This design comes from an exercise in tuning for small area, a short achievable clock period and few clock cycles on the open sky130 flow, not from production work.
In this exercise RTL edits were held to simulation tests only and were not proved equivalent to the original.
Power figures rest on the tool's default switching activity, not on a simulated workload.

==> module cpu16, before the edit <==
module cpu16 (
	input  logic clk,
	input  logic arstN,
	output logic iCyc,
	output logic iStb,
	output logic [15:0] iAdr,
	input  logic iAck,
	input  logic [15:0] iDatR,
	output logic dCyc,
	output logic dStb,
	output logic dWe,
	output logic [15:0] dAdr,
	output logic [15:0] dDatW,
	input  logic dAck,
	input  logic [15:0] dDatR,
	output logic halted,
	output logic err
);
	logic [15:0] pc;
	logic [15:0] rf [8];
	logic [7:0] rfValid;    
	logic stopped;
	logic errR;
	logic wEn;              
	logic wLoad;            
	logic [2:0] wDest;
	logic mReq;             
	logic mWe;
	logic [15:0] res;       
	logic [15:0] sDat;      
	logic stall;
	logic [15:0] wVal;
	logic wCommit;
	assign stall = mReq && !dAck;
	assign wVal = wLoad ? dDatR : res;
	assign wCommit = wEn && !stall;
	always_ff @(posedge clk) begin
		if (wCommit) rf[wDest] <= wVal;
	end
	always_ff @(posedge clk or negedge arstN) begin
		if (!arstN) rfValid <= '0;
		else if (wCommit) rfValid[wDest] <= 1'b1;
	end
	logic [15:0] ins;
	logic [4:0] op;
	logic [2:0] rs, rt;
	logic [15:0] a, b;
	logic [15:0] imm5, imm8;
	logic isAddi, isSubi, isBeqz, isBnez, isSt, isLd, isAlu, isHalt, isNop, isIll;
	logic exec;
	logic sub, useImm, logicOp, regWe, memOp, taken, stop;
	logic [15:0] opB, sum, result, pcNext;
	assign ins = iDatR;
	assign op = ins[15:11];
	assign rs = ins[10:8];
	assign rt = ins[7:5];
	assign imm5 = {{11{ins[4]}}, ins[4:0]};
	assign imm8 = {{8{ins[7]}}, ins[7:0]};
	assign isHalt = op == 5'b00000;
	assign isNop  = op == 5'b00001;
	assign isAddi = op == 5'b01000;
	assign isSubi = op == 5'b01001;
	assign isBeqz = op == 5'b01100;
	assign isBnez = op == 5'b01101;
	assign isSt   = op == 5'b10000;
	assign isLd   = op == 5'b10001;
	assign isAlu  = op == 5'b11011;
	assign isIll  = !(isHalt || isNop || isAddi || isSubi || isBeqz || isBnez ||
		isSt || isLd || isAlu);
	assign stop = isHalt || isIll;
	assign exec = iAck && !stall && !stopped;
	logic fwdA, fwdB;
	logic [7:0] hotA, hotB;
	logic [15:0] rdA, rdB;
	assign fwdA = wEn && wDest == rs;
	assign fwdB = wEn && wDest == rt;
	always_comb begin
		rdA = '0;
		rdB = '0;
		for (int i = 0; i < 8; i++) begin
			hotA[i] = rs == 3'(i) && rfValid[i];
			hotB[i] = rt == 3'(i) && rfValid[i];
			rdA = rdA | ({16{hotA[i]}} & rf[i]);
			rdB = rdB | ({16{hotB[i]}} & rf[i]);
		end
	end
	assign a = fwdA ? wVal : rdA;
	assign b = fwdB ? wVal : rdB;
	assign useImm = isAddi || isSubi || isSt || isLd;
	assign sub = isSubi || (isAlu && ins[1:0] == 2'b01);
	assign logicOp = isAlu && ins[1];
	assign opB = useImm ? imm5 : b;
	function automatic logic [15:0] addFast(input logic [15:0] x, input logic [15:0] y,
		input logic inv);
		logic [15:0] p, gg, pp;
		p = x ^ y ^ {16{inv}};
		gg = y & (x ^ {16{inv}});
		gg[0] = gg[0] | (p[0] & inv);
		pp = p;
		for (int d = 1; d < 16; d = d * 2) begin
			for (int i = 15; i >= d; i--) begin
				gg[i] = gg[i] | (pp[i] & gg[i - d]);
				pp[i] = pp[i] & pp[i - d];
			end
		end
		addFast = p ^ {gg[14:0], inv};
	endfunction
	assign sum = addFast(a, opB, sub);
	assign result = logicOp ? (ins[0] ? (a & ~b) : (a ^ b)) : sum;
	assign regWe = isAddi || isSubi || isLd || isAlu;
	assign memOp = isLd || isSt;
	assign taken = (isBeqz && a == 16'h0000) || (isBnez && a != 16'h0000);
	assign pcNext = taken ? pc + 16'd2 + imm8 : pc + 16'd2;
	always_ff @(posedge clk or negedge arstN) begin
		if (!arstN) begin
			pc <= '0;
			stopped <= 1'b0;
			errR <= 1'b0;
			wEn <= 1'b0;
			mReq <= 1'b0;
		end else begin
			if (exec) begin
				pc <= pcNext;
				if (stop) begin
					stopped <= 1'b1;
					errR <= isIll;
				end
			end
			if (!stall) begin
				wEn <= exec && regWe;
				mReq <= exec && memOp;
			end
		end
	end
	always_ff @(posedge clk) begin
		if (exec) begin
			wLoad <= isLd;
			wDest <= isAlu ? ins[4:2] : ins[7:5];
			mWe <= isSt;
			res <= result;
			sDat <= b;
		end
	end
	assign iCyc = !stopped;
	assign iStb = !stopped;
	assign iAdr = pc;
	assign dCyc = mReq;
	assign dStb = mReq;
	assign dWe = mWe;
	assign dAdr = res;
	assign dDatW = sDat;
	assign halted = stopped;
	assign err = errR;
endmodule
clock: 6.0 ns
lec_check: 0
cap_margin: 20
core_margin: 2
core_utilization: 40
setup_slack_margin: 2.3
slew_margin: 20
tns_end_percent: 5
standard.sh (not shown) runs the stock make flow with config.mk's settings and CLKGATE_MAP_FILE= SYNTH_SCRIPT=/design/flow/synth_recipe.tcl, a recipe that flattens the netlist after the stock synthesis.
==> flow/flow/run.sh <==
#!/bin/bash
# The standard layout, with buf_2 as the buffer that buffer_ports puts on
# every input and output port. make's full output goes to standard.log.
set -euo pipefail
bash standard.sh "BUFFER_PORTS_ARGS=-buffer_cell sky130_fd_sc_hd__buf_2" finish > standard.log 2>&1
Testbench counts at the start, summed over its fixed seeds: cycles 70,213.
==> next run, changes <==
--- a/flow/design.v
+++ b/flow/design.v
@@ -24,17 +24,24 @@
 	logic errR;
 	logic wEn;              
 	logic wLoad;            
 	logic [2:0] wDest;
 	logic mReq;             
 	logic mWe;
+	logic [7:0] resLo;      
+	logic [7:0] xHi, yHi;   
+	logic cLo;              
+	logic wLogic, wAndn;    
 	logic [15:0] res;       
 	logic [15:0] sDat;      
 	logic stall;
 	logic [15:0] wVal;
 	logic wCommit;
+	logic [7:0] resHi;
+	assign resHi = wLogic ? (wAndn ? (xHi & ~yHi) : (xHi ^ yHi)) : (xHi + yHi + {7'b0, cLo});
+	assign res = {resHi, resLo};
 	assign stall = mReq && !dAck;
 	assign wVal = wLoad ? dDatR : res;
 	assign wCommit = wEn && !stall;
 	always_ff @(posedge clk) begin
 		if (wCommit) rf[wDest] <= wVal;
 	end
@@ -47,13 +54,13 @@
 	logic [2:0] rs, rt;
 	logic [15:0] a, b;
 	logic [15:0] imm5, imm8;
 	logic isAddi, isSubi, isBeqz, isBnez, isSt, isLd, isAlu, isHalt, isNop, isIll;
 	logic exec;
 	logic sub, useImm, logicOp, regWe, memOp, taken, stop;
-	logic [15:0] opB, sum, result, pcNext;
+	logic [15:0] opB, pcNext;
 	assign ins = iDatR;
 	assign op = ins[15:11];
 	assign rs = ins[10:8];
 	assign rt = ins[7:5];
 	assign imm5 = {{11{ins[4]}}, ins[4:0]};
 	assign imm8 = {{8{ins[7]}}, ins[7:0]};
@@ -88,32 +95,23 @@
 	assign a = fwdA ? wVal : rdA;
 	assign b = fwdB ? wVal : rdB;
 	assign useImm = isAddi || isSubi || isSt || isLd;
 	assign sub = isSubi || (isAlu && ins[1:0] == 2'b01);
 	assign logicOp = isAlu && ins[1];
 	assign opB = useImm ? imm5 : b;
-	function automatic logic [15:0] addFast(input logic [15:0] x, input logic [15:0] y,
-		input logic inv);
-		logic [15:0] p, gg, pp;
-		p = x ^ y ^ {16{inv}};
-		gg = y & (x ^ {16{inv}});
-		gg[0] = gg[0] | (p[0] & inv);
-		pp = p;
-		for (int d = 1; d < 16; d = d * 2) begin
-			for (int i = 15; i >= d; i--) begin
-				gg[i] = gg[i] | (pp[i] & gg[i - d]);
-				pp[i] = pp[i] & pp[i - d];
-			end
-		end
-		addFast = p ^ {gg[14:0], inv};
-	endfunction
-	assign sum = addFast(a, opB, sub);
-	assign result = logicOp ? (ins[0] ? (a & ~b) : (a ^ b)) : sum;
+	logic [15:0] aX;
+	logic [8:0] sumLo;
+	logic [7:0] resultLo;
+	assign aX = sub ? ~a : a;
+	assign sumLo = {1'b0, opB[7:0]} + {1'b0, aX[7:0]} + {8'b0, sub};
+	assign resultLo = logicOp ? (ins[0] ? (a[7:0] & ~b[7:0]) : (a[7:0] ^ b[7:0])) : sumLo[7:0];
 	assign regWe = isAddi || isSubi || isLd || isAlu;
 	assign memOp = isLd || isSt;
-	assign taken = (isBeqz && a == 16'h0000) || (isBnez && a != 16'h0000);
+	logic aZero;
+	assign aZero = fwdA ? wVal == 16'h0000 : rdA == 16'h0000;
+	assign taken = (isBeqz && aZero) || (isBnez && !aZero);
 	assign pcNext = taken ? pc + 16'd2 + imm8 : pc + 16'd2;
 	always_ff @(posedge clk or negedge arstN) begin
 		if (!arstN) begin
 			pc <= '0;
 			stopped <= 1'b0;
 			errR <= 1'b0;
@@ -135,13 +133,18 @@
 	end
 	always_ff @(posedge clk) begin
 		if (exec) begin
 			wLoad <= isLd;
 			wDest <= isAlu ? ins[4:2] : ins[7:5];
 			mWe <= isSt;
-			res <= result;
+			resLo <= resultLo;
+			cLo <= sumLo[8];
+			xHi <= aX[15:8];
+			yHi <= opB[15:8];
+			wLogic <= logicOp;
+			wAndn <= ins[0];
 			sDat <= b;
 		end
 	end
 	assign iCyc = !stopped;
 	assign iStb = !stopped;
 	assign iAdr = pc;
Synthesized cell count came out higher slightly.
Sequential power came out higher by a few percent.
Combinational power stays flat.
Hold slack hardly moves.
Wire length came out lower by a few percent.
Via count came out lower slightly.
Sequential cell count came out higher by 11.
Final cell count came out lower slightly.
Die area came out higher by a few percent.
Non-clock buffer count came out lower by 54.
Area after synthesis came out higher by a few percent.
Utilization came out lower by 2.6 points.
Testbench counts after the change, summed over its fixed seeds: cycles 70,213.

-- afterwards: timing with drivers on the ports --
How much do the figures lean on ideal ports? The routed layouts below were timed once more, with nothing changed but the port constraints.
Step 1, drivers: a clkbuf_16 drives clk and a buf_2 each remaining input, both assumed.
Step 2 moves the port delays by t, midway between the first and last clock arrival at a register: inputs arrive t later, outputs are due t later. That takes back most of the time a late clock gives input paths.
a / b / c = ideal / step 1 / step 2; a / b = the first two.
| run | t (ns) | slack for setup (ns) | hold WS [ns] | worst setup path at the end | worst data-port slew with drivers (ns) |
|---|---|---|---|---|---|
| the first run | 0.499 | 1.775 / 1.725 / 1.226 | 0.476 / 0.476 / 0.476 | input to register | 0.12 |
| the second run | 0.575 | 2.225 / 2.176 / 1.703 | 0.478 / 0.478 / 0.478 | input to register | 0.05 |
After both steps every run listed still meets setup and hold. For the first run, which loses most, drivers alone change the setup slack by -0.050 ns; drivers and shift together by -0.549 ns.
